This design comes from an exercise in tuning for small area, a short achievable clock period and few clock cycles per item on the open sky130 flow, not from production work. No functional check of the RTL was part of any run shown here. Power is estimated from default activity; no workload was simulated.

[flow/flow/run.sh]
#!/bin/bash
# The standard layout, with the port buffers made from the smallest
# buffer cell instead of the delay cell buffer_ports picks by default.
set -euo pipefail
export BUFFER_PORTS_ARGS="-buffer_cell sky130_fd_sc_hd__buf_1"
bash standard.sh finish > standard_flow.log 2>&1
[flow/standard.sh]
#!/bin/bash
# synth_recipe.tcl (not shown) runs the flow's synth.tcl, then flattens the netlist and writes it again
# the make line also repeats each setting of config.mk as NAME=value (left out here)
make -C /OpenROAD-flow-scripts/flow DESIGN_CONFIG=/design/flow/config.mk WORK_HOME=/design/flow/orfs CLKGATE_MAP_FILE= SYNTH_SCRIPT=/design/flow/synth_recipe.tcl "${@:-finish}"
[flow/config.mk]
export PLATFORM = sky130hd
export DESIGN_NAME = mmu_top
export DESIGN_NICKNAME = mmu_top
export VERILOG_FILES = /design/flow/design.v
export SDC_FILE = /design/flow/constraint.sdc
export NUM_CORES = 4
export LEC_CHECK = 0
export CAP_MARGIN = 20
export CORE_AREA = 2 2 193 193
export DIE_AREA = 0 0 195 195
export SLEW_MARGIN = 20
[flow/constraint.sdc]
create_clock -name core_clock -period 8.5 [get_ports {clk_i}]
set_input_delay 1.7000 -clock core_clock [delete_from_list [all_inputs] [get_ports {clk_i}]]
set_output_delay 1.7000 -clock core_clock [all_outputs]
set_load 0.01 [all_outputs]
[flow/design.v]
package mmu_pkg;
  typedef logic [39-1:0]    vaddr_t;
  typedef logic [56-1:0]    paddr_t;
  typedef logic [44-1:0]    ppn_t;
  typedef logic [39-13:0]   vpn_t;
  typedef enum logic [1:0] {
    PRIV_LVL_U = 2'b00,
    PRIV_LVL_S = 2'b01,
    PRIV_LVL_M = 2'b11
  } priv_lvl_t;
  typedef struct packed {
    logic [9:0] rsvd;
    ppn_t       ppn;
    logic [1:0] rsw;
    logic       d;
    logic       a;
    logic       g;
    logic       u;
    logic       x;
    logic       w;
    logic       r;
    logic       v;
  } pte_t;
  typedef struct packed {
    logic valid;
    vpn_t vpn;
    pte_t pte;
    logic is_2m;
    logic is_1g;
  } tlb_entry_t;
  typedef struct packed {
    logic hit;
    pte_t pte;
    logic is_2m;
    logic is_1g;
  } tlb_rsp_t;
  typedef enum logic [3:0] {
    EXC_INSTR_ACCESS_FAULT = 4'd1,
    EXC_INSTR_PAGE_FAULT   = 4'd12,
    EXC_LOAD_PAGE_FAULT    = 4'd13,
    EXC_STORE_PAGE_FAULT   = 4'd15
  } exc_cause_t;
  typedef struct packed {
    logic        valid;
    exc_cause_t  cause;
    logic [63:0] tval;
  } exc_t;
  typedef struct packed {
    logic   valid;
    vaddr_t vaddr;
  } walk_req_t;
  typedef struct packed {
    logic       done;
    logic       error;
    vaddr_t     vaddr;
    tlb_entry_t entry;
  } walk_rsp_t;
  typedef enum logic [1:0] {
    IDLE,
    READ,
    WAIT,
    DONE
  } ptw_state_t;
  function automatic paddr_t merge_paddr(ppn_t ppn, vaddr_t vaddr, logic is_2m, logic is_1g);
    paddr_t paddr;
    paddr = {ppn, vaddr[11:0]};
    if (is_2m) begin
      paddr[20:12] = vaddr[20:12];
    end
    if (is_1g) begin
      paddr[29:12] = vaddr[29:12];
    end
    merge_paddr = paddr;
  endfunction
endpackage
`timescale 1ns/100ps
module mmu_top (
  input  logic        clk_i,
  input  logic        rst_ni,
  input  logic        enable_translation_i,
  input  logic        flush_tlb_i,
  input  logic [43:0] satp_ppn_i,
  input  logic [1:0]  priv_lvl_i,
  input  logic [1:0]  ld_st_priv_lvl_i,
  input  logic        sum_i,
  input  logic        fetch_req_i,
  input  logic [38:0] fetch_vaddr_i,
  output logic        fetch_valid_o,
  output logic [55:0] fetch_paddr_o,
  output logic [68:0] fetch_exc_o,
  input  logic        lsu_req_i,
  input  logic        lsu_is_store_i,
  input  logic [38:0] lsu_vaddr_i,
  output logic        lsu_dtlb_hit_o,
  output logic [43:0] lsu_dtlb_ppn_o,
  output logic        lsu_valid_o,
  output logic [55:0] lsu_paddr_o,
  output logic [68:0] lsu_exc_o,
  output logic        mem_req_o,
  output logic [55:0] mem_addr_o,
  input  logic        mem_rvalid_i,
  input  logic [63:0] mem_rdata_i
);
  logic en;
  assign en = enable_translation_i;
  logic        t_v, t_g, t_m, t_r, t_w, t_x, t_u, t_d;
  logic [26:0] t_vpn;
  logic [43:0] t_ppn;
  logic [26:0] f_vpn, l_vpn;
  logic        f_hit, l_hit;
  assign f_vpn = fetch_vaddr_i[38:12];
  assign l_vpn = lsu_vaddr_i[38:12];
  assign f_hit = t_v && (t_vpn[26:18] == f_vpn[26:18])
                 && (t_g || (t_vpn[17:9] == f_vpn[17:9]))
                 && (t_g || t_m || (t_vpn[8:0] == f_vpn[8:0]));
  assign l_hit = t_v && (t_vpn[26:18] == l_vpn[26:18])
                 && (t_g || (t_vpn[17:9] == l_vpn[17:9]))
                 && (t_g || t_m || (t_vpn[8:0] == l_vpn[8:0]));
  logic        busy_q;    
  logic        own_q;     
  logic [1:0]  lvl_q;     
  logic        arr, leaf, fault, done, cont, free;
  logic [38:0] w_va;
  logic        rd_v, rd_r, rd_w, rd_x, rd_u, rd_a, rd_d;
  logic [43:0] rd_ppn;
  assign rd_v   = mem_rdata_i[0];
  assign rd_r   = mem_rdata_i[1];
  assign rd_w   = mem_rdata_i[2];
  assign rd_x   = mem_rdata_i[3];
  assign rd_u   = mem_rdata_i[4];
  assign rd_a   = mem_rdata_i[6];
  assign rd_d   = mem_rdata_i[7];
  assign rd_ppn = mem_rdata_i[53:10];
  assign w_va = own_q ? lsu_vaddr_i : fetch_vaddr_i;
  assign leaf = rd_r || rd_x;
  assign arr  = busy_q && mem_rvalid_i;
  assign cont = arr && rd_v && !rd_r && !rd_w && !rd_x && (lvl_q != 2'd0);
  assign done = arr && !cont;
  assign free = !busy_q || done;
  always_comb begin
    fault = !rd_v || (rd_w && !rd_r);
    if (leaf) begin
      if (!rd_a) fault = 1'b1;
      if (lvl_q == 2'd2 && rd_ppn[17:0] != '0) fault = 1'b1;
      if (lvl_q == 2'd1 && rd_ppn[8:0] != '0) fault = 1'b1;
    end else if (lvl_q == 2'd0) begin
      fault = 1'b1;
    end
  end
  logic lv_q, l_keep, fill, side_ok;
  assign l_keep  = lsu_req_i && l_hit && !lv_q;
  assign side_ok = own_q ? (3 & 2) != 0 : (3 & 1) != 0;
  assign fill    = done && !fault && !flush_tlb_i && !l_keep && side_ok;
  logic covered;
  assign covered = done && leaf
                   && (fetch_vaddr_i[38:30] == lsu_vaddr_i[38:30])
                   && (lvl_q == 2'd2 || fetch_vaddr_i[29:21] == lsu_vaddr_i[29:21])
                   && (lvl_q != 2'd0 || fetch_vaddr_i[20:12] == lsu_vaddr_i[20:12]);
  logic l_sel, f_sel, l_go, f_go, start, canon;
  assign canon = (fetch_vaddr_i[38] == fetch_vaddr_i[37]);
  assign l_sel = lsu_req_i && en && !lv_q && !(busy_q && own_q);
  assign f_sel = fetch_req_i && en && canon && !(busy_q && !own_q);
  assign l_go  = l_sel && !l_hit;
  assign f_go  = !l_sel && f_sel && !f_hit;
  assign start = free && !covered && (l_go || f_go);
  logic [8:0] s_idx, c_idx;
  assign s_idx = l_sel ? lsu_vaddr_i[38:30] : fetch_vaddr_i[38:30];
  assign c_idx = (lvl_q == 2'd2) ? w_va[29:21] : w_va[20:12];
  assign mem_req_o  = cont || start;
  assign mem_addr_o = cont ? {rd_ppn, c_idx, 3'b000} : {satp_ppn_i, s_idx, 3'b000};
  always_ff @(posedge clk_i or negedge rst_ni) begin
    if (!rst_ni) begin
      busy_q <= 1'b0;
    end else begin
      busy_q <= mem_req_o || (busy_q && !mem_rvalid_i);
    end
  end
  always_ff @(posedge clk_i) begin
    if (cont) begin
      lvl_q <= lvl_q - 2'd1;
    end else if (start) begin
      lvl_q <= 2'd2;
      own_q <= l_sel;
    end
  end
  logic        fw, lw;
  logic [43:0] f_src, l_src, f_ppn, l_ppn;
  logic        f_g, f_gm, l_g, l_gm;
  logic        fw_flt, lw_flt, ft_flt, lt_flt;
  assign fw    = busy_q && !own_q && mem_rvalid_i;
  assign lw    = busy_q && own_q && mem_rvalid_i;
  assign f_src = fw ? rd_ppn : t_ppn;
  assign l_src = lw ? rd_ppn : t_ppn;
  assign f_g   = fw ? (lvl_q == 2'd2) : t_g;
  assign l_g   = lw ? (lvl_q == 2'd2) : t_g;
  assign f_gm  = fw ? (lvl_q != 2'd0) : (t_g || t_m);
  assign l_gm  = lw ? (lvl_q != 2'd0) : (t_g || t_m);
  assign f_ppn = {f_src[43:27] & {17{en}},
                  (f_src[26:18] & {9{en}}) | (f_vpn[26:18] & {9{!en}}),
                  (f_src[17:9]  & {9{en}}) | (f_vpn[17:9]  & {9{!en || f_g}}),
                  (f_src[8:0]   & {9{en}}) | (f_vpn[8:0]   & {9{!en || f_gm}})};
  assign l_ppn = {l_src[43:27] & {17{en}},
                  (l_src[26:18] & {9{en}}) | (l_vpn[26:18] & {9{!en}}),
                  (l_src[17:9]  & {9{en}}) | (l_vpn[17:9]  & {9{!en || l_g}}),
                  (l_src[8:0]   & {9{en}}) | (l_vpn[8:0]   & {9{!en || l_gm}})};
  logic fx, fu, lr, lwd, lu;
  assign fx  = fw ? rd_x : t_x;
  assign fu  = fw ? rd_u : t_u;
  assign lu  = lw ? rd_u : t_u;
  assign lr  = lw ? rd_r : t_r;
  assign lwd = lw ? (rd_w && rd_d) : (t_w && t_d);
  assign fw_flt = (fw && fault) || !fx || ((priv_lvl_i == 2'b00) && !fu)
                  || ((priv_lvl_i == 2'b01) && fu);
  assign lw_flt = (lw && fault) || ((ld_st_priv_lvl_i == 2'b01) && lu && !sum_i)
                  || ((ld_st_priv_lvl_i == 2'b00) && !lu)
                  || (lsu_is_store_i ? !lwd : !lr);
  assign lsu_dtlb_hit_o     = lsu_req_i && (!en || l_hit);
  assign lsu_dtlb_ppn_o     = l_ppn;
  always_ff @(posedge clk_i or negedge rst_ni) begin
    if (!rst_ni) begin
      lv_q <= 1'b0;
    end else begin
      lv_q <= lsu_dtlb_hit_o && !lsu_valid_o;
    end
  end
  assign lsu_valid_o        = lv_q || lw && !cont;
  assign lsu_paddr_o        = {l_ppn, lsu_vaddr_i[11:0]};
  assign lsu_exc_o[68]      = en && lw_flt;
  assign lsu_exc_o[67:64]   = lsu_is_store_i ? 4'd15 : 4'd13;
  assign lsu_exc_o[63:0]    = {25'd0, lsu_vaddr_i};
  assign fetch_valid_o      = fetch_req_i && (!en || !canon || f_hit || (fw && !cont));
  assign fetch_paddr_o      = {f_ppn, fetch_vaddr_i[11:0]};
  assign fetch_exc_o[68]    = en && (!canon || fw_flt);
  assign fetch_exc_o[67:64] = canon ? 4'd12 : 4'd1;
  assign fetch_exc_o[63:0]  = {25'd0, fetch_vaddr_i};
  always_ff @(posedge clk_i or negedge rst_ni) begin
    if (!rst_ni) begin
      t_v <= 1'b0;
    end else if (flush_tlb_i) begin
      t_v <= 1'b0;
    end else if (fill) begin
      t_v <= 1'b1;
    end
  end
  always_ff @(posedge clk_i) begin
    if (fill) begin
      t_vpn <= w_va[38:12];
      t_ppn <= rd_ppn;
      t_g   <= (lvl_q == 2'd2);
      t_m   <= (lvl_q == 2'd1);
      t_r   <= rd_r;
      t_w   <= rd_w;
      t_x   <= rd_x;
      t_u   <= rd_u;
      t_d   <= rd_d;
    end
  end
endmodule
==> results by group, run 1 <==
Clock tree
  • # H-tree levels: 3
  • Cells resized by post-CTS repair: 0
  • CTS tree: done
  • Clock slew at reported path FFs: 70 ps
  • Deepest clock path buffer count: 2
  • CTS hold repair buffers: 0
  • Clock Latency Late Sink: ~370 ps
  • CTS Root Cell: clkbuf_16
  • CTS Buf Count: 9
  • Clock sinks: 84
  • Post-CTS Setup Bufs: 0

Setup path
  • Stages on worst setup path: 8
  • Critical path data required time: slightly below 7000 ps
  • Critical R2R Launch: lvl_q[0]$_SDFFCE_PN0P_
  • CP Capture Type: primary output
  • Worst Setup Start Kind: input port
  • Max stage delay cell, worst path: nor4_1
  • Critical Path Max Stage Delay: 620 ps
  • Reg2Reg Setup Slack: between 4000 and 5000 ps
  • CP startpoint: fetch_vaddr_i[38]
  • Crit Path Class: in -> out
  • Max FO, Critical Path: 7
  • CP Cell Sequence: buf_1 -> xnor2_1 -> nand4_1 -> nor4_1 -> o221ai_1 -> a21oi_1 -> o21ai_1 -> buf_1
  • Delay-heaviest family, CP: compound AO/OA/AOI/OAI gates
  • Critical path's most frequent cell: buf_1
  • Critical Path End: mem_req_o
  • Cells on worst reg2reg path: 9
  • Reg2reg end: t_ppn[29]$_DFFE_PP_
  • Critical path buffers and inverters: 2
  • WP data arrival: between 4000 and 5000 ps

Die
  • Std-Cell Rows: 69
  • Die Wd: 195 um
  • DIE AREA: about 38000 um2
  • # IOs: 553
  • Core area: 35700 um2
  • Initial Util: 23.4%
  • Chip height: 195 um

Timing
  • Worst Tran Pin Value: 927 ps
  • Layout Skew: 14.1 ps
  • Total Neg Setup Slack: 0 ps
  • Tmin final: 5900 ps
  • F_max: 0.170 GHz
  • Final setup viols: 0
  • RSZ-0062 raised after global routing: false
  • Max-slew violation count: 0
  • Endpoints failing hold: 0
  • Headroom to the max-slew limit: 37.8%
  • Final cycle utilization of the critical path: 69.4%

Layout
  • Layout cells sized above 1: 5.94%
  • Area Overhead vs Synth: 12.2%
  • Net count, final: 1477
  • Finished layout cell area: 9390 um2
  • Ant diodes: 0

Power and ir drop
  • Power Density: between 100 and 150 nW/um2
  • VDD IR-drop max: 85.0 uV
  • Static leakage: 3.48 nW

Global routing
  • GR peak layer: met2
  • GR Util met2: between 30% and 40%
  • GR Util met1: 20.9%
  • Pin count of the biggest net entering global routing: 74
  • First-pass GRT wire length: 50.4 mm
  • Vias in the first global route: 7440
  • Initial antenna violation count: 0
  • GRT Residual Overflow: 0
  • Total global-route track usage: 18.2%
  • M3 GR Usage: 3.13%

Place
  • HPWL after DPL: roughly 29 mm
  • I/O Buffers: 410
  • Final RePlAce weighted congestion: between 0.8 and 0.9
  • DP Area: 9030 um2

Detailed routing
  • Vias/cell: roughly 4.6
  • Antenna-violating nets left: 0
  • DR pass1 iterations: 5
  • Drt drc: 0
  • WL per Instance: 20.7 um
  • Vias: 8061
  • Routed wire length: 36.0 mm
  • First DRT Iteration DRCs: 438

Synth
  • Post-synth cell types: 50
  • Top-count cell post-synth: nand2_1
  • Post-synth EDFFs: 81
  • Async set-reset flop share out of synthesis: 3.57%
  • Synth area leader: edfxtp_1
  • Synthesized cell area: roughly 8400 um2
  • Yosys reg bits: 84
  • Syn avg cell area: between 8 and 9 um2
  • Syn. warnings: 1
  • Syn Inst Count: ~1000
  • Sequential area share after synthesis: 30.0%
  • Top cells by area, synth: edfxtp_1 (29%), buf_4 (19%), nand2_1 (16%)
  • Commonest cells in the synthesized netlist: nand2_1 (355), buf_4 (208), edfxtp_1 (81), xnor2_1 (63), a22o_1 (36)
  • Area share of the largest cell type after synthesis: between 20 and 30%
  • Top_reg_cell synth: edfxtp_1

Outcome
  • Outcome: timing/DRC/antenna clean

Flow run
  • Max-cap viol count: 0

Hold path
  • HP Class: reg -> reg
report_power, final:
part	leakage (nW)	switching, mW	internal (mW)
Clock	0.160	0.195	0.260
Sequential	0.767	0.00750	0.461
Combinational	2.55	0.271	0.129
Total	3.48	0.473	0.850
cells in the final DEF, fill, tap and decap left out, drive strengths merged, types with 20 or more instances in the layout:
| cell type | count |
|---|---|
| a31oi | 20 |
| edfxtp | 81 |
| buf | 422 |
| mux2 | 28 |
| xnor2 | 63 |
| mux2i | 28 |
| nand2 | 356 |
| a22o | 36 |
| xor2 | 20 |
| a21boi | 34 |
| conb | 57 |
| nor2 | 27 |
layer usage:
metal	up-vias	share of wire, %
met4	0	3.6
li1	3694	-
met1	3826	40
met5	-	0
met2	473	50
met3	68	6.4
registers in the layout, summed over array words and instances (netlist names):
signal and count:
lv_q 1, t_x 1, t_d 1, t_w 1, t_v 1, busy_q 1
t_r 1, t_ppn 44, t_vpn 27, t_m 1, lvl_q 2, t_u 1
own_q 1, t_g 1
how the worst min path moves through the flow:
| stage | from | end | slack (ps) | cells past startpoint |
|---|---|---|---|---|
| finish | t_v$_DFFE_PN0P_ | t_v$_DFFE_PN0P_ | 540 | 2 |
| global route | lv_q$_DFF_PN0_ | lv_q$_DFF_PN0_ | 600 | 2 |
| CTS | t_v$_DFFE_PN0P_ | t_v$_DFFE_PN0P_ | 550 | 2 |
| detailed placement | t_v$_DFFE_PN0P_ | t_v$_DFFE_PN0P_ | 530 | 2 |
| global placement | t_v$_DFFE_PN0P_ | t_v$_DFFE_PN0P_ | 520 | 2 |
| floorplan | t_v$_DFFE_PN0P_ | t_v$_DFFE_PN0P_ | 500 | 2 |
logic make-up (layout without fill, tap and decap cells):
family / count (synthesis) / in the layout / share of synthesized area, %
fa+ha+maj: 3 / 3 / 0.449
flops: 84 / 84 / 30.0
compound gates: 122 / 122 / 11.1
buf+inv: 264 / 448 / 21.7
mux: 56 / 56 / 7.12
other cells: 2 / 57 / 0.0898
xor+xnor: 83 / 83 / 8.92
simple gates: 427 / 427 / 20.6
tightest hold or removal path, stage by stage (launching register included):
cell,delay (ps)
dfrtp_1,320
inv_1,70
a21oi_1,120
through the flow:
stage	total power, mW	setup WS (ps)	hold slack, ps	instances	util (%)
3_5_place_dp	0.880	2580	529	1724	25.3
6_report	1.32	2600	544	1741	26.3
2_1_floorplan	0.774	2090	502	1096	-
3_3_place_gp	0.877	2640	523	1724	25.3
5_1_grt	1.38	2450	596	1741	26.3
4_1_cts	1.34	2570	547	1740	26.2
area by class of cell:
type / instances / area [um2]
Sequential cell: 84 / 2510
Tap cell: 461 / 577
Inverter: 9 / 33.8
Multi-Input combinational cell: 748 / 4280
Clock buffer: 9 / 225
Fill cell: 3956 / 26400
Clock inverter: 7 / 100
Timing Repair Buffer: 423 / 1660
==> inputs of run 2 (changes only) <==
--- a/flow/config.mk
+++ b/flow/config.mk
@@ -9,3 +9,4 @@
 export CORE_AREA = 2 2 193 193
 export DIE_AREA = 0 0 195 195
+export SETUP_SLACK_MARGIN = 2.5
 export SLEW_MARGIN = 20
==> results by group, run 2 <==
Synth
  • Post-synthesis simple-gate area fraction: roughly a fifth
  • Sequential area share after synthesis: 30.0%
  • Post-synth EDFFs: between 80 and 90
  • Mux cell area share after synthesis: under 10%
  • Async set-reset flop share out of synthesis: 3.57%
  • Top cells by area, synth: edfxtp_1 (29%), buf_4 (19%), nand2_1 (16%)
  • Synth area leader: edfxtp_1
  • Post-synth cell types: 50
  • Yosys reg bits: 84
  • Syn. warnings: 1
  • Commonest cells in the synthesized netlist: nand2_1 (355), buf_4 (208), edfxtp_1 (81), xnor2_1 (63), a22o_1 (36)
  • Area share of the largest cell type after synthesis: a little under 30%
  • Top-count cell post-synth: nand2_1
  • Synthesized cell area: 8360 um2
  • Post-Synth Adder-Cell Area: 0.449%
  • XOR/XNOR share of the synthesized area: 8.92%
  • Compound-Gate Fraction of Synth Area: 11.1%
  • Syn avg cell area: 8.03 um2
  • Top_reg_cell synth: edfxtp_1
  • Syn Inst Count: 1041
  • Largest family of logic cells by synthesized area: buffers and inverters

Setup path
  • Max FO, Critical Path: 30
  • Crit Path Class: in -> out
  • WP data arrival: 4100 ps
  • Critical path data required time: 6800 ps
  • CP Capture Type: primary output
  • Worst Setup Start Kind: input port
  • Critical Path Max Stage Delay: slightly above 700 ps
  • Critical path's most frequent cell: buf_1
  • CP Cell Sequence: buf_1 -> nand3_2 -> buf_4 -> mux2_2 -> o21a_1 -> o221ai_1 -> and2_1 -> buf_1
  • Max stage delay cell, worst path: nand3_2

Global routing
  • Pin count of the biggest net entering global routing: 46
  • GRT Residual Overflow: 0
  • Total global-route track usage: a little under a fifth
  • Initial antenna violation count: 2
  • First-pass GRT wire length: 51.6 mm
  • Vias in the first global route: roughly 7500

Place
  • HPWL after DPL: 29.3 mm
  • Final RePlAce weighted congestion: just over 0.9
  • I/O Buffers: 410
  • Placement Setup Slack: 2560 ps

Clock tree
  • Cells resized by post-CTS repair: 0
  • CTS Root Cell: clkbuf_16
  • # H-tree levels: 3
  • Deepest clock path buffer count: 2
  • Post-CTS Setup Bufs: 0
  • CTS Buf Count: 9
  • Clock sinks: 84
  • Clock slew at reported path FFs: 70 ps
  • CTS tree: done
  • Clock Latency Late Sink: 360 ps
  • CTS hold repair buffers: 0

Layout
  • Max reg flops: 44
  • Most frequent cells in the layout: buf_1 (409), nand2_1 (355), edfxtp_1 (81)
  • Layout cells sized above 1: 5.86%
  • Top flop regs: t_ppn x44, t_vpn x27, lvl_q x2
  • Most flops, register: t_ppn
  • Most common cell after layout, fill and taps aside: buf_1
  • Net count, final: 1477
  • Area Overhead vs Synth: 11.7%
  • Fillers: 3924

Timing
  • Final setup viols: 0
  • Endpoints failing hold: 0
  • Worst Tran Pin Value: 1170 ps
  • Final cycle utilization of the critical path: between 60% and 70%
  • F_max: about 0.17 GHz
  • Headroom to the max-slew limit: between 20% and 30%
  • Max-slew violation count: 0
  • Final worst slack: 2700 ps
  • WHS: between 500 and 600 ps
  • Total Neg Setup Slack: 0 ps
  • RSZ-0062 raised after global routing: true
  • Tmin final: 5800 ps
  • Layout Skew: roughly 14 ps

Power and ir drop
  • Static leakage: 3.45 nW
  • VDD IR-drop max: 90.5 uV
  • Pwr Total: 1.27 mW
  • Power Density: 135 nW/um2

Detailed routing
  • First DRT Iteration DRCs: 351
  • DR pass1 iterations: 5
  • Vias: 7973
  • Drt drc: 0
  • Routed wire length: 37.0 mm
  • Vias/cell: 4.58
  • Antenna-violating nets left: 0
  • WL per Instance: 21.3 um

Die
  • Std-Cell Rows: 69
  • DIE AREA: 38000 um2
  • # IOs: 553
  • Initial Util: between 20% and 30%
  • Chip height: 195 um
  • Core area: around 36000 um2
  • Die Wd: around 200 um

Hold path
  • HP Class: reg -> reg

Outcome
  • Outcome: timing/DRC/antenna clean

Flow run
  • Max-cap viol count: 0
-- run 2: cell counts after synthesis --
Identical to the previous run, type by type.
-- run 2: routing by layer --
layer  vias to the layer above  routed length, um  global-route usage (%)
met5                         -                 16                       0
met4                         2               1890                    9.67
met3                        93               2450                    3.90
met2                       465              17900                    32.1
met1                      3719              14800                    21.5
li1                       3694                  -                       -
-- run 2: report_power, final --
part	leakage, nW	internal (mW)	switching, mW
logic	2.55	0.129	0.278
registers	0.767	0.461	0.00572
clock network	0.131	0.200	0.192
-- run 2: layout make-up --
type	instances	area, um2	share of cell area [%]
clock inverter	7	50.0	0.536
inverter	9	33.8	0.362
antenna	1	2.50	0.0268
sequential	84	2510	26.8
multi-input combinational	749	4300	46.0
clock buffer	9	225	2.41
tap	461	577	6.17
timing repair buffer	422	1650	17.7
-- run 2: logic make-up after synthesis --
kind of cell	count (synthesis)
AOI/OAI and AO/OA	122
xor gates and xnor gates	83
adders and majority gates	3
buffers and inverters	264
DFF	84
muxes	56
other	2
and+or+nand+nor	427
-- run 2: path summary, 6_finish.rpt --
| kind | depth (start not counted) | slack [ps] | endpoint | start |
|---|---|---|---|---|
| max in group asynchronous | 1 | 7150 | lv_q$_DFF_PN0_ | rst_ni |
| min in group asynchronous | 1 | 1170 | t_v$_DFFE_PN0P_ | rst_ni |
| worst max register to register | 9 | 4770 | t_ppn[36]$_DFFE_PP_ | lvl_q[0]$_SDFFCE_PN0P_ |
| worst min-delay path | 2 | 550 | t_v$_DFFE_PN0P_ | t_v$_DFFE_PN0P_ |
| worst min register to register | 2 | 550 | t_v$_DFFE_PN0P_ | t_v$_DFFE_PN0P_ |
| worst max-delay path | 8 | 2700 | lsu_exc_o[68] | mem_rvalid_i |
-- run 2: critical path: cells and delay by family --
family | cells | cell delay [ps]
compound gates | 2 | 310
buf+inv | 3 | 880
mux | 1 | 310
simple gates | 2 | 860
-- run 2: stage by stage --
| step | utilization [%] | cell area, um2 | cells |
|---|---|---|---|
| final | 26.1 | 9340 | 1742 |
| after global routing | 26.1 | 9340 | 1741 |
| after CTS | 26.0 | 9300 | 1739 |
| after detailed placement | 25.3 | 9030 | 1723 |
| after global placement | 25.3 | 9030 | 1723 |
| after floorplan | - | 8570 | 1096 |
==> inputs of run 3 (changes only) <==
--- a/flow/design.v
+++ b/flow/design.v
@@ -148,8 +148,6 @@
     end
   end
-  logic lv_q, l_keep, fill, side_ok;
-  assign l_keep  = lsu_req_i && l_hit && !lv_q;
-  assign side_ok = own_q ? (3 & 2) != 0 : (3 & 1) != 0;
-  assign fill    = done && !fault && !flush_tlb_i && !l_keep && side_ok;
+  logic lv_q, lf_q, fill;
+  assign fill    = done && !fault && !flush_tlb_i;
   logic covered;
   assign covered = done && leaf
@@ -185,34 +183,21 @@
   end
   logic        fw, lw;
-  logic [43:0] f_src, l_src, f_ppn, l_ppn;
-  logic        f_g, f_gm, l_g, l_gm;
-  logic        fw_flt, lw_flt, ft_flt, lt_flt;
+  logic [43:0] f_ppn, l_ppn;
+  logic        fw_flt, lw_flt;
   assign fw    = busy_q && !own_q && mem_rvalid_i;
   assign lw    = busy_q && own_q && mem_rvalid_i;
-  assign f_src = fw ? rd_ppn : t_ppn;
-  assign l_src = lw ? rd_ppn : t_ppn;
-  assign f_g   = fw ? (lvl_q == 2'd2) : t_g;
-  assign l_g   = lw ? (lvl_q == 2'd2) : t_g;
-  assign f_gm  = fw ? (lvl_q != 2'd0) : (t_g || t_m);
-  assign l_gm  = lw ? (lvl_q != 2'd0) : (t_g || t_m);
-  assign f_ppn = {f_src[43:27] & {17{en}},
-                  (f_src[26:18] & {9{en}}) | (f_vpn[26:18] & {9{!en}}),
-                  (f_src[17:9]  & {9{en}}) | (f_vpn[17:9]  & {9{!en || f_g}}),
-                  (f_src[8:0]   & {9{en}}) | (f_vpn[8:0]   & {9{!en || f_gm}})};
-  assign l_ppn = {l_src[43:27] & {17{en}},
-                  (l_src[26:18] & {9{en}}) | (l_vpn[26:18] & {9{!en}}),
-                  (l_src[17:9]  & {9{en}}) | (l_vpn[17:9]  & {9{!en || l_g}}),
-                  (l_src[8:0]   & {9{en}}) | (l_vpn[8:0]   & {9{!en || l_gm}})};
-  logic fx, fu, lr, lwd, lu;
-  assign fx  = fw ? rd_x : t_x;
-  assign fu  = fw ? rd_u : t_u;
-  assign lu  = lw ? rd_u : t_u;
-  assign lr  = lw ? rd_r : t_r;
-  assign lwd = lw ? (rd_w && rd_d) : (t_w && t_d);
-  assign fw_flt = (fw && fault) || !fx || ((priv_lvl_i == 2'b00) && !fu)
-                  || ((priv_lvl_i == 2'b01) && fu);
-  assign lw_flt = (lw && fault) || ((ld_st_priv_lvl_i == 2'b01) && lu && !sum_i)
-                  || ((ld_st_priv_lvl_i == 2'b00) && !lu)
-                  || (lsu_is_store_i ? !lwd : !lr);
+  assign f_ppn = {t_ppn[43:27] & {17{en}},
+                  (t_ppn[26:18] & {9{en}}) | (f_vpn[26:18] & {9{!en}}),
+                  (t_ppn[17:9]  & {9{en}}) | (f_vpn[17:9]  & {9{!en || t_g}}),
+                  (t_ppn[8:0]   & {9{en}}) | (f_vpn[8:0]   & {9{!en || t_g || t_m}})};
+  assign l_ppn = {t_ppn[43:27] & {17{en}},
+                  (t_ppn[26:18] & {9{en}}) | (l_vpn[26:18] & {9{!en}}),
+                  (t_ppn[17:9]  & {9{en}}) | (l_vpn[17:9]  & {9{!en || t_g}}),
+                  (t_ppn[8:0]   & {9{en}}) | (l_vpn[8:0]   & {9{!en || t_g || t_m}})};
+  assign fw_flt = (fw && fault) || !t_x || ((priv_lvl_i == 2'b00) && !t_u)
+                  || ((priv_lvl_i == 2'b01) && t_u);
+  assign lw_flt = (lw && fault) || ((ld_st_priv_lvl_i == 2'b01) && t_u && !sum_i)
+                  || ((ld_st_priv_lvl_i == 2'b00) && !t_u)
+                  || (lsu_is_store_i ? !(t_w && t_d) : !t_r);
   assign lsu_dtlb_hit_o     = lsu_req_i && (!en || l_hit);
   assign lsu_dtlb_ppn_o     = l_ppn;
@@ -220,14 +205,16 @@
     if (!rst_ni) begin
       lv_q <= 1'b0;
+      lf_q <= 1'b0;
     end else begin
-      lv_q <= lsu_dtlb_hit_o && !lsu_valid_o;
-    end
-  end
-  assign lsu_valid_o        = lv_q || lw && !cont;
+      lv_q <= lsu_dtlb_hit_o && !lsu_valid_o && !(fill && !covered);
+      lf_q <= fill && own_q;
+    end
+  end
+  assign lsu_valid_o        = lv_q || lf_q || (lw && fault);
   assign lsu_paddr_o        = {l_ppn, lsu_vaddr_i[11:0]};
   assign lsu_exc_o[68]      = en && lw_flt;
   assign lsu_exc_o[67:64]   = lsu_is_store_i ? 4'd15 : 4'd13;
   assign lsu_exc_o[63:0]    = {25'd0, lsu_vaddr_i};
-  assign fetch_valid_o      = fetch_req_i && (!en || !canon || f_hit || (fw && !cont));
+  assign fetch_valid_o      = fetch_req_i && (!en || !canon || f_hit || (fw && fault));
   assign fetch_paddr_o      = {f_ppn, fetch_vaddr_i[11:0]};
   assign fetch_exc_o[68]    = en && (!canon || fw_flt);
--- a/flow/config.mk
+++ b/flow/config.mk
@@ -9,4 +9,4 @@
 export CORE_AREA = 2 2 193 193
 export DIE_AREA = 0 0 195 195
-export SETUP_SLACK_MARGIN = 2.5
+export SETUP_SLACK_MARGIN = 4
 export SLEW_MARGIN = 20
==> results by group, run 3 <==
Outcome
  • Outcome: timing/DRC/antenna clean

Timing
  • F_max: a little under 0.2 GHz
  • Endpoints failing hold: 0
  • WHS: 531 ps
  • Layout Skew: approximately 7.7 ps
  • Tmin final: slightly above 5000 ps
  • Max-slew violation count: 0
  • RSZ-0062 raised after global routing: true
  • Final cycle utilization of the critical path: 60.8%
  • Headroom to the max-slew limit: 48.5%
  • Final setup viols: 0
  • Final worst slack: 3330 ps
  • Worst Tran Pin Value: 773 ps
  • Total Neg Setup Slack: 0 ps

Die
  • # IOs: 553
  • DIE AREA: ~38000 um2
  • Die Wd: 195 um
  • Chip height: 195 um
  • Core area: 35700 um2
  • Initial Util: roughly a fifth
  • Std-Cell Rows: 69

Synth
  • Top_reg_cell synth: edfxtp_1
  • Syn. warnings: 1
  • Synthesized cell area: 7290 um2
  • Async set-reset flop share out of synthesis: around 4.7%
  • Commonest cells in the synthesized netlist: buf_4 (223), nand2_1 (170), edfxtp_1 (81), xor2_1 (54), o21ai_0 (39)
  • Top-count cell post-synth: buf_4
  • Top cells by area, synth: edfxtp_1 (33%), buf_4 (23%), nand2_1 (8.8%)
  • Post-synth EDFFs: 81
  • Syn avg cell area: 8.77 um2
  • Synth area leader: edfxtp_1
  • Sequential area share after synthesis: 34.8%
  • Post-synth cell types: 43
  • Yosys reg bits: 85
  • Syn Inst Count: 831
  • Area share of the largest cell type after synthesis: 33.4%

Hold path
  • HP Class: reg -> reg
  • Min-delay src: lf_q$_DFF_PN0_
  • WHS Endpoint: lv_q$_DFF_PN0_
  • Hold depth: 2

Clock tree
  • CTS Buf Count: 9
  • Deepest clock path buffer count: 2
  • CTS hold repair buffers: 0
  • Clock sinks: 85
  • Clock Latency Late Sink: 340 ps
  • CTS Root Cell: clkbuf_16
  • Clock slew at reported path FFs: about 70 ps
  • CTS tree: done
  • # H-tree levels: 3

Global routing
  • GRT Residual Overflow: 0
  • Vias in the first global route: 6410
  • Total global-route track usage: 16.5%
  • Pin count of the biggest net entering global routing: 55
  • Initial antenna violation count: 2
  • First-pass GRT wire length: approximately 45 mm

Detailed routing
  • First DRT Iteration DRCs: 343
  • Antenna-violating nets left: 0
  • Vias/cell: 4.34
  • Routed wire length: 34.0 mm
  • WL per Instance: 21.4 um
  • DR pass1 iterations: 5
  • Drt drc: 0
  • Vias: 6880

Place
  • HPWL after DPL: 24.3 mm
  • Placement Setup Slack: 2580 ps
  • Final RePlAce weighted congestion: 0.780
  • I/O Buffers: about 400

Layout
  • Area Overhead vs Synth: 39.3%
  • Top flop regs: t_ppn x44, t_vpn x27, lvl_q x2
  • Layout cells sized above 1: 31.1%
  • Net count, final: 1321
  • Max reg flops: 44
  • Most flops, register: t_ppn
  • Most common cell after layout, fill and taps aside: buf_1
  • Most frequent cells in the layout: buf_1 (298), nand2_1 (112), edfxtp_1 (81)

Power and ir drop
  • NetSw: approximately 0.44 mW
  • Logic pwr share: 32.4%
  • Sequential fraction of design power: 35.6%
  • Clock power frac: 32.0%
  • Pwr Total: 1.33 mW
  • VDD IR-drop max: 95.0 uV
  • Static leakage: 4.16 nW
  • Switching fraction of total power: 33.0%
  • Power Density: 131 nW/um2
  • Pint: 0.893 mW

Setup path
  • Max stage delay cell, worst path: a211oi_2
  • Critical path buffers and inverters: 2
  • Delay-heaviest family, CP: compound AO/OA/AOI/OAI gates
  • Reg2Reg Setup Slack: approximately 5600 ps
  • Critical Path Max Stage Delay: 360 ps
  • Max FO, Critical Path: 5
  • Cells on worst reg2reg path: 8
  • Crit Path Class: in -> out
  • Reg2reg end: t_ppn[10]$_DFFE_PP_
  • Worst Setup Start Kind: input port
  • CP Capture Type: primary output
  • Critical R2R Launch: lvl_q[0]$_SDFFCE_PN0P_
  • CP Cell Sequence: clkbuf_2 -> xor2_1 -> nor3_1 -> a41oi_2 -> a211oi_2 -> o32a_1 -> o21ai_2 -> buf_2
  • WP data arrival: approximately 3500 ps
  • Critical path data required time: 6800 ps

Flow run
  • Max-cap viol count: 0
run 3: changes by cell type after synthesis, moves of 19 or more:
cell,delta
xnor2_1,-34
a31oi_1,-19
nand2_1,-185
xor2_1,+35
a21boi_0,-34
mux2i_1,-19
o21ai_0,+35
run 3: logic make-up (layout without fill, tap and decap cells):
logic type	count (synthesis)	in the layout	synth area share [%]
AO/OA/AOI/OAI	99	99	9.60
flip-flops	85	85	34.8
other	2	59	0.103
XOR/XNOR	83	83	9.98
multiplexers	27	27	4.02
adder cells (fa/ha/maj)	3	3	0.515
buffers and inverters	279	513	25.9
AND/OR/NAND/NOR	253	257	15.1
run 3: cell type report:
type                            instances  area, um2
Fill cell                            3776      25600
Multi-Input combinational cell        526       3900
Timing Repair Buffer                  470       2710
Sequential cell                        85       2530
Tap cell                              461        577
Clock buffer                            9        225
Inverter                               27        106
Clock inverter                          7       88.8
Antenna cell                            2       5.00
run 3: metrics by stage:
| stage | utilization (%) | instances | area [um2] |
|---|---|---|---|
| floorplan | - | 886 | 7550 |
| global placement | 22.2 | 1513 | 7930 |
| detailed placement | 22.2 | 1513 | 7930 |
| CTS | 25.7 | 1568 | 9180 |
| global route | 28.4 | 1586 | 10100 |
| finish | 28.4 | 1587 | 10100 |
run 3: worst register-to-register path: stages, from the launching register on:
cell and delay (ps):
edfxtp_1 390, inv_1 80, ha_1 220, buf_4 220
a2111oi_4 410, buf_4 200, buf_4 110, nor3b_4 180
buf_4 600
run 3: power groups by stage:
stage	Clock [mW]	Combinational [mW]	Sequential, mW
after global routing	0.459	0.467	0.475
after CTS	0.443	0.388	0.474
after detailed placement	0	0.335	0.484
after global placement	0	0.331	0.483
after floorplan	0	0.257	0.482
final	0.426	0.433	0.475
run 3: worst max-delay path by stage:
stage	from	end	slack, ps	cells past startpoint
final	fetch_vaddr_i[26]	mem_req_o	3330	8
after global routing	fetch_vaddr_i[26]	mem_req_o	3260	8
after CTS	lsu_vaddr_i[16]	mem_req_o	3380	8
after detailed placement	mem_rdata_i[1]	mem_addr_o[5]	2580	8
after global placement	mem_rdata_i[1]	mem_addr_o[5]	2650	8
after floorplan	mem_rdata_i[24]	t_d$_DFFE_PP_	3520	4
run 3: repair_timing:
item,in CTS,in global routing
setup endpoints to repair,136,93
pin swaps,37,81
resized for setup,175,258
setup buffers,31,15
gates cloned,8,2
run 3: metal layers:
metal / up-vias / wire length (um) / part of all wire [%] / track usage, %
li1: 3082 / - / - / -
met1: 3318 / 12700 / 37 / 18.4
met2: 392 / 17500 / 51 / 30.9
met3: 88 / 2210 / 6.5 / 3.09
met4: 0 / 1600 / 4.7 / 6.64
met5: - / 0 / 0 / 0
==> inputs of run 4 (changes only) <==
--- a/flow/design.v
+++ b/flow/design.v
@@ -157,11 +157,13 @@
   logic l_sel, f_sel, l_go, f_go, start, canon;
   assign canon = (fetch_vaddr_i[38] == fetch_vaddr_i[37]);
-  assign l_sel = lsu_req_i && en && !lv_q && !(busy_q && own_q);
+  assign l_sel = lsu_req_i && en && !lv_q && !lf_q && !(busy_q && own_q);
   assign f_sel = fetch_req_i && en && canon && !(busy_q && !own_q);
-  assign l_go  = l_sel && !l_hit;
-  assign f_go  = !l_sel && f_sel && !f_hit;
+  logic l_pri;
+  assign l_pri = l_sel;
+  assign l_go  = l_pri && !l_hit;
+  assign f_go  = !l_pri && f_sel && !f_hit;
   assign start = free && !covered && (l_go || f_go);
   logic [8:0] s_idx, c_idx;
-  assign s_idx = l_sel ? lsu_vaddr_i[38:30] : fetch_vaddr_i[38:30];
+  assign s_idx = l_pri ? lsu_vaddr_i[38:30] : fetch_vaddr_i[38:30];
   assign c_idx = (lvl_q == 2'd2) ? w_va[29:21] : w_va[20:12];
   assign mem_req_o  = cont || start;
@@ -179,5 +181,5 @@
     end else if (start) begin
       lvl_q <= 2'd2;
-      own_q <= l_sel;
+      own_q <= l_pri;
     end
   end
--- a/flow/config.mk
+++ b/flow/config.mk
@@ -8,5 +8,6 @@
 export CAP_MARGIN = 20
 export CORE_AREA = 2 2 193 193
+export CTS_BUF_LIST = sky130_fd_sc_hd__clkbuf_8
 export DIE_AREA = 0 0 195 195
-export SETUP_SLACK_MARGIN = 4
+export SETUP_SLACK_MARGIN = 3.2
 export SLEW_MARGIN = 20
==> results by group, run 4 <==
Clock tree
  • Clock Latency Late Sink: 390 ps
  • # H-tree levels: 3
  • CTS tree: done
  • CTS hold repair buffers: 0
  • Clock slew at reported path FFs: 100 ps
  • Deepest clock path buffer count: 2
  • CTS Root Cell: clkbuf_8
  • CTS Buf Count: 9
  • Clock sinks: between 80 and 90

Setup path
  • Cells on worst reg2reg path: 9
  • Reg2Reg Setup Slack: 5180 ps
  • Critical Path Max Stage Delay: 400 ps
  • WP data arrival: roughly 3600 ps
  • CP Cell Sequence: buf_2 -> xor2_1 -> nor4_1 -> a41oi_2 -> a2111oi_4 -> o32a_1 -> a221oi_4 -> buf_2
  • Max stage delay cell, worst path: nor4_1
  • Max FO, Critical Path: 5
  • Critical path buffers and inverters: 2
  • Delay-heaviest family, CP: compound AO/OA/AOI/OAI gates
  • Critical path data required time: 6800 ps
  • CP Capture Type: primary output
  • Critical path's most frequent cell: buf_2
  • Reg2reg end: t_vpn[10]$_DFFE_PP_
  • Crit Path Class: in -> out
  • Critical R2R Launch: lvl_q[0]$_SDFFCE_PN0P_
  • Worst Setup Start Kind: input port

Die
  • Chip height: 195 um
  • Initial Util: 21.0%
  • DIE AREA: 38000 um2
  • Die Wd: just under 200 um
  • Std-Cell Rows: 69
  • # IOs: 553
  • Core area: 35700 um2

Layout
  • Layout cells sized above 1: between 10% and 20%
  • Max reg flops: between 40 and 50
  • Final core occ: about 24%
  • Fillers: between 3000 and 4000
  • Most common cell after layout, fill and taps aside: buf_1
  • Net count, final: approximately 1200
  • Most frequent cells in the layout: buf_1 (383), edfxtp_1 (81), xor2_1 (65)
  • Most flops, register: t_ppn
  • Area Overhead vs Synth: 15.7%
  • Final Instance Count excl. Fillers: 1439
  • Top flop regs: t_ppn x44, t_vpn x27, lvl_q x2

Timing
  • Layout Skew: 13.5 ps
  • F_max: roughly 0.19 GHz
  • Final setup viols: 0
  • Final cycle utilization of the critical path: 62.7%
  • Total Neg Setup Slack: 0 ps
  • WHS: 572 ps
  • Worst Tran Pin Value: slightly below 800 ps
  • Max-slew violation count: 0
  • RSZ-0062 raised after global routing: true
  • Endpoints failing hold: 0
  • Tmin final: 5330 ps
  • Headroom to the max-slew limit: 47.9%

Place
  • Final RePlAce weighted congestion: 0.872
  • I/O Buffers: between 400 and 500
  • HPWL after DPL: 24.8 mm
  • DP Cell Count: 1406

Power and ir drop
  • Power Density: ~130 nW/um2
  • VDD IR-drop max: 73.6 uV
  • Static leakage: 3.37 nW

Global routing
  • Vias in the first global route: 5655
  • GRT Residual Overflow: 0
  • First-pass GRT wire length: between 40 and 50 mm
  • Pin count of the biggest net entering global routing: 51
  • Initial antenna violation count: 2
  • Total global-route track usage: between 10% and 20%

Synth
  • Top_reg_cell synth: edfxtp_1
  • Async set-reset flop share out of synthesis: under 10%
  • Post-synth cell types: 50
  • Syn. warnings: 1
  • Sequential area share after synthesis: 33.7%
  • Yosys reg bits: 85
  • Syn Inst Count: 724
  • Synth area leader: edfxtp_1
  • Syn avg cell area: 10.4 um2
  • Top-count cell post-synth: buf_4
  • Synthesized cell area: 7520 um2
  • Top cells by area, synth: edfxtp_1 (32%), buf_4 (22%), mux2_4 (8.0%)
  • Area share of the largest cell type after synthesis: between 30% and 40%
  • Post-synth EDFFs: 81
  • Commonest cells in the synthesized netlist: buf_4 (223), edfxtp_1 (81), xor2_1 (67), mux2_4 (40), a22o_1 (36)

Hold path
  • HP Class: reg -> reg
  • Hold depth: 2
  • Min-delay src: lv_q$_DFF_PN0_
  • WHS Endpoint: lv_q$_DFF_PN0_

Detailed routing
  • Routed wire length: 31.2 mm
  • First DRT Iteration DRCs: just under 300
  • Vias/cell: between 4 and 5
  • Vias: 6003
  • DR pass1 iterations: 5
  • Antenna-violating nets left: 0
  • WL per Instance: 21.7 um
  • Drt drc: 0

Flow run
  • Max-cap viol count: 0

Outcome
  • Outcome: timing/DRC/antenna clean
-- run 4: cell types whose count changed after synthesis, moves of 8 or more --
cell / previous run / this run
xnor2_1: 29 / 16
mux2i_1: 9 / 27
xor2_1: 54 / 67
nor2_1: 24 / 14
mux2_4: 0 / 40
a21oi_1: 10 / 2
o21ai_0: 39 / 29
nand2_1: 170 / 28
-- run 4: logic make-up after synthesis --
group | synth area share [%]
buffers and inverters | 25.4
AND/OR/NAND/NOR | 7.10
flip-flops | 33.7
multiplexers | 14.9
adder cells (fa/ha/maj) | 0.499
AO/OA/AOI/OAI | 8.70
other | 0.0999
XOR/XNOR | 9.67
-- run 4: worst max-delay path by stage --
stage	startpoint	to	slack, ps	cells past startpoint
5_1_grt	lsu_vaddr_i[28]	mem_req_o	3020	8
2_1_floorplan	fetch_vaddr_i[37]	mem_req_o	3610	5
6_report	lsu_vaddr_i[28]	mem_req_o	3170	8
3_3_place_gp	enable_translation_i	mem_req_o	2690	6
4_1_cts	fetch_vaddr_i[29]	mem_req_o	3050	8
3_5_place_dp	enable_translation_i	mem_req_o	2660	6
-- run 4: repair_timing --
| item | in CTS | in global routing |
|---|---|---|
| gates cloned | 3 | 4 |
| endpoints found under the setup margin | 85 | 51 |
| setup buffers | 1 | 7 |
| gates resized for setup | 19 | 44 |
| pin swaps | 2 | 9 |
-- run 4: final cells by class --
type / instances / area (um2) / area share [%]
timing repair buffer: 430 / 1900 / 21.9
tap: 461 / 577 / 6.63
clock buffer: 9 / 124 / 1.42
sequential: 85 / 2530 / 29.1
antenna: 2 / 5.00 / 0.0575
inverter: 27 / 103 / 1.18
multi-input combinational: 418 / 3380 / 38.8
clock inverter: 7 / 78.8 / 0.906
-- run 4: worst min-delay path, cell delays in order (launching register included) --
cell and delay [ps]:
dfrtp_1 360, a211o_1 140, nor3b_2 50
-- run 4: through the flow --
stage	setup WS (ps)	instance area (um2)	power, mW
CTS	3050	8430	1.10
global placement	2690	8080	0.770
global route	3020	8700	1.14
detailed placement	2660	8080	0.770
finish	3170	8700	1.09
floorplan	3610	7730	0.704
-- run 4: routing by layer --
metal,global-route usage (%),part of all wire (%)
met1,17.9,40
met2,27.1,51
met3,3.25,5.8
met4,6.39,2.6
met5,0,0
-- run 4: where the power goes --
group | leakage [nW] | switching, mW | internal [mW]
logic | 2.49 | 0.192 | 0.110
clock network | 0.100 | 0.182 | 0.140
registers | 0.781 | 0.00544 | 0.462
total | 3.37 | 0.380 | 0.713
==> inputs of run 5 (changes only) <==
--- a/flow/config.mk
+++ b/flow/config.mk
@@ -10,4 +10,4 @@
 export CTS_BUF_LIST = sky130_fd_sc_hd__clkbuf_8
 export DIE_AREA = 0 0 195 195
-export SETUP_SLACK_MARGIN = 3.2
+export SETUP_SLACK_MARGIN = 2.5
 export SLEW_MARGIN = 20
==> results by group, run 5 <==
Outcome
  • Outcome: timing/DRC/antenna clean

Detailed routing
  • Detail Route met3 WL: around 1.9 mm
  • Routed wire length: 29.9 mm
  • Vias: just under 6000
  • Antenna-violating nets left: 0
  • Vias/cell: 4.14
  • DR pass1 iterations: 4
  • WL per Instance: 21.0 um
  • Highest routed layer: met4
  • First DRT Iteration DRCs: 339
  • Wire length on met1: 12.1 mm
  • Drt drc: 0
  • Met2 wire len: around 15 mm

Clock tree
  • Clock slew at reported path FFs: 100 ps
  • CTS Root Cell: clkbuf_8
  • CTS Buf Count: 9
  • Clock Latency Late Sink: between 300 and 400 ps
  • Deepest clock path buffer count: 2
  • Cells resized by post-CTS repair: 0
  • # H-tree levels: 3
  • Post-CTS Setup Bufs: 0
  • CTS tree: done
  • Clock sinks: 85
  • CTS hold repair buffers: 0

Synth
  • Largest family of logic cells by synthesized area: buffers and inverters
  • Synthesized cell area: 7520 um2
  • Post-synth cell types: 50
  • Syn. warnings: 1
  • Top cells by area, synth: edfxtp_1 (32%), buf_4 (22%), mux2_4 (8.0%)
  • Async set-reset flop share out of synthesis: 4.71%
  • Mux cell area share after synthesis: around 15%
  • XOR/XNOR share of the synthesized area: 9.67%
  • Syn Inst Count: 724
  • Post-Synth Adder-Cell Area: 0.499%
  • Post-synthesis simple-gate area fraction: roughly 7.1%
  • Top_reg_cell synth: edfxtp_1
  • Compound-Gate Fraction of Synth Area: between 8 and 9%
  • Post-synth EDFFs: 81
  • Syn avg cell area: a little over 10 um2
  • Yosys reg bits: 85
  • Area share of the largest cell type after synthesis: 32.3%
  • Top-count cell post-synth: buf_4
  • Synth area leader: edfxtp_1
  • Commonest cells in the synthesized netlist: buf_4 (223), edfxtp_1 (81), xor2_1 (67), mux2_4 (40), a22o_1 (36)
  • Sequential area share after synthesis: between 30% and 40%

Place
  • DP Area: 8080 um2
  • I/O Buffers: 410
  • Final RePlAce weighted congestion: between 0.8 and 0.9
  • HPWL after DPL: 24.8 mm

Hold path
  • HP Class: reg -> reg
  • Min-delay src: lv_q$_DFF_PN0_
  • Hold depth: 2
  • WHS Endpoint: lv_q$_DFF_PN0_

Setup path
  • Reg2Reg Setup Slack: 5210 ps
  • Cells on worst reg2reg path: 9
  • Critical path data required time: 6800 ps
  • Worst Setup Start Kind: input port
  • CP Capture Type: primary output
  • Critical R2R Launch: lvl_q[0]$_SDFFCE_PN0P_
  • Crit Path Class: in -> out
  • Max FO, Critical Path: 39
  • WP data arrival: 4070 ps
  • Reg2reg end: t_ppn[16]$_DFFE_PP_

Global routing
  • First-pass GRT wire length: ~40 mm
  • Initial antenna violation count: 2
  • Vias in the first global route: 5561
  • GRT Residual Overflow: 0
  • Total global-route track usage: 14.9%
  • Pin count of the biggest net entering global routing: 51

Layout
  • Finished layout cell area: around 8300 um2
  • Final core occ: 23.2%
  • Most frequent cells in the layout: buf_1 (409), edfxtp_1 (81), xor2_1 (67)
  • Max reg flops: 44
  • Most common cell after layout, fill and taps aside: buf_1
  • Layout cells sized above 1: 9.99%
  • Most flops, register: t_ppn
  • Top flop regs: t_ppn x44, t_vpn x27, lvl_q x2
  • Net count, final: 1158
  • Fillers: 3905
  • Area Overhead vs Synth: 10.1%

Flow run
  • Max-cap viol count: 0

Timing
  • Final cycle utilization of the critical path: 67.9%
  • Layout Skew: 13.5 ps
  • Endpoints failing hold: 0
  • Tmin final: about 5800 ps
  • F_max: 0.173 GHz
  • Total Neg Setup Slack: 0 ps
  • Worst Tran Pin Value: between 800 and 900 ps
  • Max-slew violation count: 0
  • Final setup viols: 0
  • RSZ-0062 raised after global routing: false
  • WHS: between 500 and 600 ps
  • Headroom to the max-slew limit: around 40%

Power and ir drop
  • Static leakage: 3.15 nW
  • NetSw: 0.375 mW
  • Pwr Total: 1.08 mW
  • VDD IR-drop max: 72.8 uV
  • Power Density: 130 nW/um2
  • Sequential fraction of design power: between 40% and 50%
  • Switching fraction of total power: between 30% and 40%
  • Clock power frac: 29.8%
  • Pint: 0.705 mW
  • Logic pwr share: 26.9%

Die
  • Initial Util: 21.0%
  • DIE AREA: 38000 um2
  • Core area: 35700 um2
  • Die Wd: just under 200 um
  • # IOs: roughly 550
  • Std-Cell Rows: 69
  • Chip height: 195 um
[run 5: cell counts after synthesis]
Identical to the previous run, type by type.
[run 5: logic make-up (layout without fill, tap and decap cells)]
logic type / after synthesis / count (layout)
other cells: 2 / 59
flops: 85 / 85
compound gates: 85 / 85
simple gates: 101 / 101
mux: 89 / 89
buf+inv: 276 / 458
xor+xnor: 83 / 83
fa+ha+maj: 3 / 3
[run 5: how the worst max path moves through the flow]
stage / start / to
CTS: enable_translation_i / mem_req_o
global route: enable_translation_i / mem_req_o
finish: enable_translation_i / lsu_dtlb_ppn_o[6]
detailed placement: enable_translation_i / mem_req_o
floorplan: fetch_vaddr_i[37] / mem_req_o
global placement: enable_translation_i / mem_req_o
[run 5: power by group through the flow]
| stage | clock network [mW] | registers (mW) | logic, mW |
|---|---|---|---|
| detailed placement | 0 | 0.477 | 0.293 |
| finish | 0.321 | 0.467 | 0.291 |
| global route | 0.347 | 0.468 | 0.316 |
| global placement | 0 | 0.477 | 0.293 |
| floorplan | 0 | 0.474 | 0.230 |
| CTS | 0.335 | 0.467 | 0.295 |
[run 5: area by class of cell]
cell class | instances | area [um2] | area share [%]
repair buffers | 415 | 1580 | 19.0
inverters | 27 | 103 | 1.24
clock inverters | 7 | 78.8 | 0.952
well taps | 461 | 577 | 6.96
multi-input cells | 418 | 3290 | 39.7
clock buffers | 9 | 124 | 1.50
diodes | 2 | 5.00 | 0.0604
flip-flops and latches | 85 | 2530 | 30.6
[run 5: critical path, cell delays in order]
cell and delay, ps:
buf_2 600, nand2b_1 650, or2_2 650, a22o_1 300
buf_1 140
[run 5: metrics by stage]
| step | worst slack (ps) | cells |
|---|---|---|
| finish | 2730 | 1424 |
| detailed placement | 2660 | 1406 |
| floorplan | 3610 | 779 |
| global route | 2520 | 1424 |
| global placement | 2690 | 1406 |
| CTS | 2660 | 1422 |
[run 5: metal layers]
layer,up-vias,global-route usage (%)
met4,0,5.51
met1,2846,17.8
met2,322,26.2
met5,-,0
li1,2694,-
met3,38,3.02
==> inputs of run 6 (changes only) <==
--- a/flow/design.v
+++ b/flow/design.v
@@ -104,5 +104,5 @@
   logic en;
   assign en = enable_translation_i;
-  logic        t_v, t_g, t_m, t_r, t_w, t_x, t_u, t_d;
+  logic        t_v, t_id, t_k1, t_k0, t_r, t_w, t_x, t_u, t_d;
   logic [26:0] t_vpn;
   logic [43:0] t_ppn;
@@ -112,9 +112,9 @@
   assign l_vpn = lsu_vaddr_i[38:12];
   assign f_hit = t_v && (t_vpn[26:18] == f_vpn[26:18])
-                 && (t_g || (t_vpn[17:9] == f_vpn[17:9]))
-                 && (t_g || t_m || (t_vpn[8:0] == f_vpn[8:0]));
+                 && (t_k1 || (t_vpn[17:9] == f_vpn[17:9]))
+                 && (t_k0 || (t_vpn[8:0] == f_vpn[8:0]));
   assign l_hit = t_v && (t_vpn[26:18] == l_vpn[26:18])
-                 && (t_g || (t_vpn[17:9] == l_vpn[17:9]))
-                 && (t_g || t_m || (t_vpn[8:0] == l_vpn[8:0]));
+                 && (t_k1 || (t_vpn[17:9] == l_vpn[17:9]))
+                 && (t_k0 || (t_vpn[8:0] == l_vpn[8:0]));
   logic        busy_q;    
   logic        own_q;     
@@ -189,12 +189,12 @@
   assign fw    = busy_q && !own_q && mem_rvalid_i;
   assign lw    = busy_q && own_q && mem_rvalid_i;
-  assign f_ppn = {t_ppn[43:27] & {17{en}},
-                  (t_ppn[26:18] & {9{en}}) | (f_vpn[26:18] & {9{!en}}),
-                  (t_ppn[17:9]  & {9{en}}) | (f_vpn[17:9]  & {9{!en || t_g}}),
-                  (t_ppn[8:0]   & {9{en}}) | (f_vpn[8:0]   & {9{!en || t_g || t_m}})};
-  assign l_ppn = {t_ppn[43:27] & {17{en}},
-                  (t_ppn[26:18] & {9{en}}) | (l_vpn[26:18] & {9{!en}}),
-                  (t_ppn[17:9]  & {9{en}}) | (l_vpn[17:9]  & {9{!en || t_g}}),
-                  (t_ppn[8:0]   & {9{en}}) | (l_vpn[8:0]   & {9{!en || t_g || t_m}})};
+  assign f_ppn = {t_ppn[43:27],
+                  t_ppn[26:18] | (f_vpn[26:18] & {9{t_id}}),
+                  t_ppn[17:9]  | (f_vpn[17:9]  & {9{t_k1}}),
+                  t_ppn[8:0]   | (f_vpn[8:0]   & {9{t_k0}})};
+  assign l_ppn = {t_ppn[43:27],
+                  t_ppn[26:18] | (l_vpn[26:18] & {9{t_id}}),
+                  t_ppn[17:9]  | (l_vpn[17:9]  & {9{t_k1}}),
+                  t_ppn[8:0]   | (l_vpn[8:0]   & {9{t_k0}})};
   assign fw_flt = (fw && fault) || !t_x || ((priv_lvl_i == 2'b00) && !t_u)
                   || ((priv_lvl_i == 2'b01) && t_u);
@@ -226,5 +226,5 @@
     if (!rst_ni) begin
       t_v <= 1'b0;
-    end else if (flush_tlb_i) begin
+    end else if (flush_tlb_i || !en) begin
       t_v <= 1'b0;
     end else if (fill) begin
@@ -233,9 +233,16 @@
   end
   always_ff @(posedge clk_i) begin
+    t_id <= !en;
+    if (!en) begin
+      t_ppn <= '0;
+      t_k1  <= 1'b1;
+      t_k0  <= 1'b1;
+    end else if (fill) begin
+      t_ppn <= rd_ppn;
+      t_k1  <= (lvl_q == 2'd2);
+      t_k0  <= (lvl_q != 2'd0);
+    end
     if (fill) begin
       t_vpn <= w_va[38:12];
-      t_ppn <= rd_ppn;
-      t_g   <= (lvl_q == 2'd2);
-      t_m   <= (lvl_q == 2'd1);
       t_r   <= rd_r;
       t_w   <= rd_w;
--- a/flow/config.mk
+++ b/flow/config.mk
@@ -10,4 +10,4 @@
 export CTS_BUF_LIST = sky130_fd_sc_hd__clkbuf_8
 export DIE_AREA = 0 0 195 195
-export SETUP_SLACK_MARGIN = 2.5
+export SETUP_SLACK_MARGIN = 3.2
 export SLEW_MARGIN = 20
==> results by group, run 6 <==
Setup path
  • Critical path data required time: 6800 ps
  • CP Cell Sequence: buf_1 -> xor2_1 -> nor4_1 -> a41oi_1 -> a2111oi_4 -> o31ai_4 -> clkbuf_2
  • WP data arrival: 3560 ps
  • CP startpoint: fetch_vaddr_i[21]
  • Reg2reg end: t_vpn[17]$_DFFE_PP_
  • Cells on worst reg2reg path: 8
  • Worst Setup Start Kind: input port
  • Reg2Reg Setup Slack: 5550 ps
  • Critical R2R Launch: lvl_q[0]$_SDFFCE_PN0P_
  • Critical Path End: mem_req_o
  • Delay-heaviest family, CP: compound AO/OA/AOI/OAI gates
  • Crit Path Class: in -> out
  • Max stage delay cell, worst path: nor4_1
  • Critical Path Max Stage Delay: 420 ps
  • Critical path buffers and inverters: 2
  • Max FO, Critical Path: 5
  • CP Capture Type: primary output
  • Stages on worst setup path: 7

Synth
  • Async set-reset flop share out of synthesis: ~4.7%
  • Top cells by area, synth: buf_4 (23%), edfxtp_1 (13%), dfxtp_1 (12%)
  • Syn Inst Count: 965
  • Synth area leader: buf_4
  • Syn avg cell area: 8.19 um2
  • Synthesized cell area: 7910 um2
  • Syn. warnings: 1
  • Post-synth EDFFs: 35
  • Sequential area share after synthesis: roughly a quarter
  • Area share of the largest cell type after synthesis: 23.2%
  • Top-count cell post-synth: buf_4
  • Commonest cells in the synthesized netlist: buf_4 (244), nand2_1 (161), xor2_1 (58), a21oi_1 (55), a21o_1 (54)
  • Top_reg_cell synth: dfxtp_1
  • Post-synth cell types: 47
  • Yosys reg bits: 86

Layout
  • Fillers: 4002
  • Most common cell after layout, fill and taps aside: buf_1
  • Most frequent cells in the layout: buf_1 (391), nand2_1 (159), xor2_1 (58)
  • Final core occ: 24.4%
  • Seq. cell area: approximately 2100 um2
  • Top flop regs: t_ppn x44, t_vpn x27, lvl_q x2
  • Net count, final: 1367
  • Ant diodes: 0
  • Most flops, register: t_ppn
  • Max reg flops: 44
  • Area Overhead vs Synth: 10.2%
  • Layout cells sized above 1: just over 10%
  • Multi-input gate area: 4070 um2

Clock tree
  • CTS hold repair buffers: 0
  • # H-tree levels: 3
  • Clock slew at reported path FFs: approximately 90 ps
  • Clock Latency Late Sink: 410 ps
  • Deepest clock path buffer count: 2
  • Clock sinks: 86
  • CTS Root Cell: clkbuf_8
  • CTS tree: done
  • CTS Buf Count: 9

Die
  • Chip height: 195 um
  • Core area: about 36000 um2
  • Std-Cell Rows: 69
  • Die Wd: about 200 um
  • Initial Util: approximately 22%
  • DIE AREA: 38000 um2
  • # IOs: 553

Timing
  • Max-slew violation count: 0
  • Layout Skew: just over 10 ps
  • Final setup viols: 0
  • Headroom to the max-slew limit: 28.6%
  • Tmin final: 5260 ps
  • Worst Tran Pin Value: approximately 1100 ps
  • Total Neg Setup Slack: 0 ps
  • Final cycle utilization of the critical path: 61.9%
  • Endpoints failing hold: 0
  • RSZ-0062 raised after global routing: true
  • F_max: 0.190 GHz

Global routing
  • First-pass GRT wire length: 46.8 mm
  • Initial antenna violation count: 1
  • Vias in the first global route: 6696
  • Total global-route track usage: 17.2%
  • Pin count of the biggest net entering global routing: 51
  • GRT Residual Overflow: 0

Detailed routing
  • DR pass1 iterations: 5
  • WL per Instance: roughly 21 um
  • First DRT Iteration DRCs: between 500 and 600
  • Routed wire length: 34.4 mm
  • Vias: 7458
  • Drt drc: 0
  • Antenna-violating nets left: 0
  • Vias/cell: between 4 and 5

Power and ir drop
  • VDD IR-drop max: 64.3 uV
  • Static leakage: 3.36 nW
  • Power Density: about 130 nW/um2

Place
  • HPWL after DPL: 25.1 mm
  • Final RePlAce weighted congestion: 0.812
  • I/O Buffers: 410

Flow run
  • Max-cap viol count: 0

Hold path
  • HP Class: reg -> reg

Outcome
  • Outcome: timing/DRC/antenna clean
[run 6: cell families (layout without fill, tap and decap cells)]
logic type / after synthesis / count (layout) / synth area share (%)
fa+ha+maj: 3 / 3 / 0.475
buf+inv: 309 / 456 / 26.8
flops: 86 / 86 / 26.5
xor+xnor: 83 / 83 / 9.29
other cells: 2 / 57 / 0.0950
compound gates: 176 / 176 / 15.9
simple gates: 270 / 273 / 16.0
mux: 36 / 36 / 4.98
[run 6: report_power, final]
part           leakage (nW)  switching, mW  internal [mW]
clock network         0.113          0.180          0.162
registers             0.746        0.00762          0.434
logic                  2.50          0.228          0.103
total                  3.36          0.415          0.700
[run 6: worst min path at each step]
stage	from	to	cells past startpoint
2_1_floorplan	t_ppn[0]$_SDFFE_PN0P_	t_ppn[0]$_SDFFE_PN0P_	2
3_3_place_gp	t_ppn[26]$_SDFFE_PN0P_	t_ppn[26]$_SDFFE_PN0P_	2
3_5_place_dp	t_ppn[19]$_SDFFE_PN0P_	t_ppn[19]$_SDFFE_PN0P_	2
4_1_cts	t_ppn[26]$_SDFFE_PN0P_	t_ppn[26]$_SDFFE_PN0P_	2
5_1_grt	t_ppn[12]$_SDFFE_PN0P_	t_ppn[12]$_SDFFE_PN0P_	2
6_report	t_ppn[26]$_SDFFE_PN0P_	t_ppn[26]$_SDFFE_PN0P_	2
[run 6: layer usage]
| metal | up-vias | track usage (%) | wire, um |
|---|---|---|---|
| met4 | 2 | 8.71 | 1280 |
| li1 | 3450 | - | - |
| met1 | 3526 | 21.1 | 14100 |
| met5 | - | 0 | 13 |
| met3 | 63 | 3.85 | 2600 |
| met2 | 417 | 28.3 | 16400 |
[run 6: stage by stage]
step / hold slack, ps / worst slack [ps] / std cells / cell area (um2) / power, mW
6_report: 494 / 3240 / 1631 / 8720 / 1.11
5_1_grt: 512 / 3130 / 1631 / 8720 / 1.17
4_1_cts: 495 / 3210 / 1628 / 8630 / 1.13
3_5_place_dp: 480 / 2340 / 1602 / 8270 / 0.768
3_3_place_gp: 470 / 2340 / 1601 / 8250 / 0.765
2_1_floorplan: 462 / 3520 / 1020 / 8110 / 0.691
[run 6: repair_timing]
action	CTS	global route
cloned	3	0
setup buffers	7	3
pin swaps	6	3
setup endpoints to repair	41	18
gates resized for setup	22	17
[run 6: cell type report]
class / count / area share, %
Tap cell: 461 / 6.62
Inverter: 9 / 0.431
Timing Repair Buffer: 431 / 19.9
Sequential cell: 86 / 24.0
Clock inverter: 7 / 0.962
Clock buffer: 9 / 1.42
Multi-Input combinational cell: 628 / 46.7
[run 6: worst reg2reg max path, stage by stage (launching register included)]
cell and delay, ps:
edfxtp_1 430, inv_1 110, ha_1 280, nor4_2 80
nand2_2 140, buf_4 140, nand3_4 360, nor3_4 650
buf_4 420

## what the ideal ports hide
In the flow no input, the clock included, has a driving cell. The finished layouts below were timed again as built, in two steps. Step 1 assumes that a clkbuf_16 drives the clock port and a buf_2 every other input. Step 2 adds t to the input delays and takes it off the output delays; t is the mean of the earliest and latest rising clock arrival at the registers after step 1. Input paths then give back, and output paths get back, about the clock's delay inside the block. a / b / c = ideal ports / drivers / drivers and shift; a / b = the first two.
run	shift t [ns]	setup slack, ns	worst hold slack (ns)	clock arrival spread, ns	worst slew at a driven data input, ns
run 1	0.400	2.602 / 2.578 / 2.578	0.544 / 0.544 / 0.544	0.014 / 0.015	0.16
run 2	0.397	2.699 / 2.606 / 2.606	0.553 / 0.553 / 0.553	0.014 / 0.014	0.17
run 3	0.390	3.329 / 3.308 / 3.308	0.531 / 0.531 / 0.531	0.010 / 0.009	0.22
run 4	0.419	3.174 / 3.139 / 3.139	0.572 / 0.572 / 0.572	0.014 / 0.013	0.24
run 5	0.420	2.730 / 2.705 / 2.705	0.572 / 0.572 / 0.572	0.015 / 0.016	0.23
run 6	0.453	3.236 / 3.199 / 3.199	0.494 / 0.494 / 0.494	0.020 / 0.020	0.17
After both steps setup and hold are still met in every run listed. For run 2, which loses most, drivers alone change the setup slack by -0.093 ns; drivers and shift together by -0.093 ns.
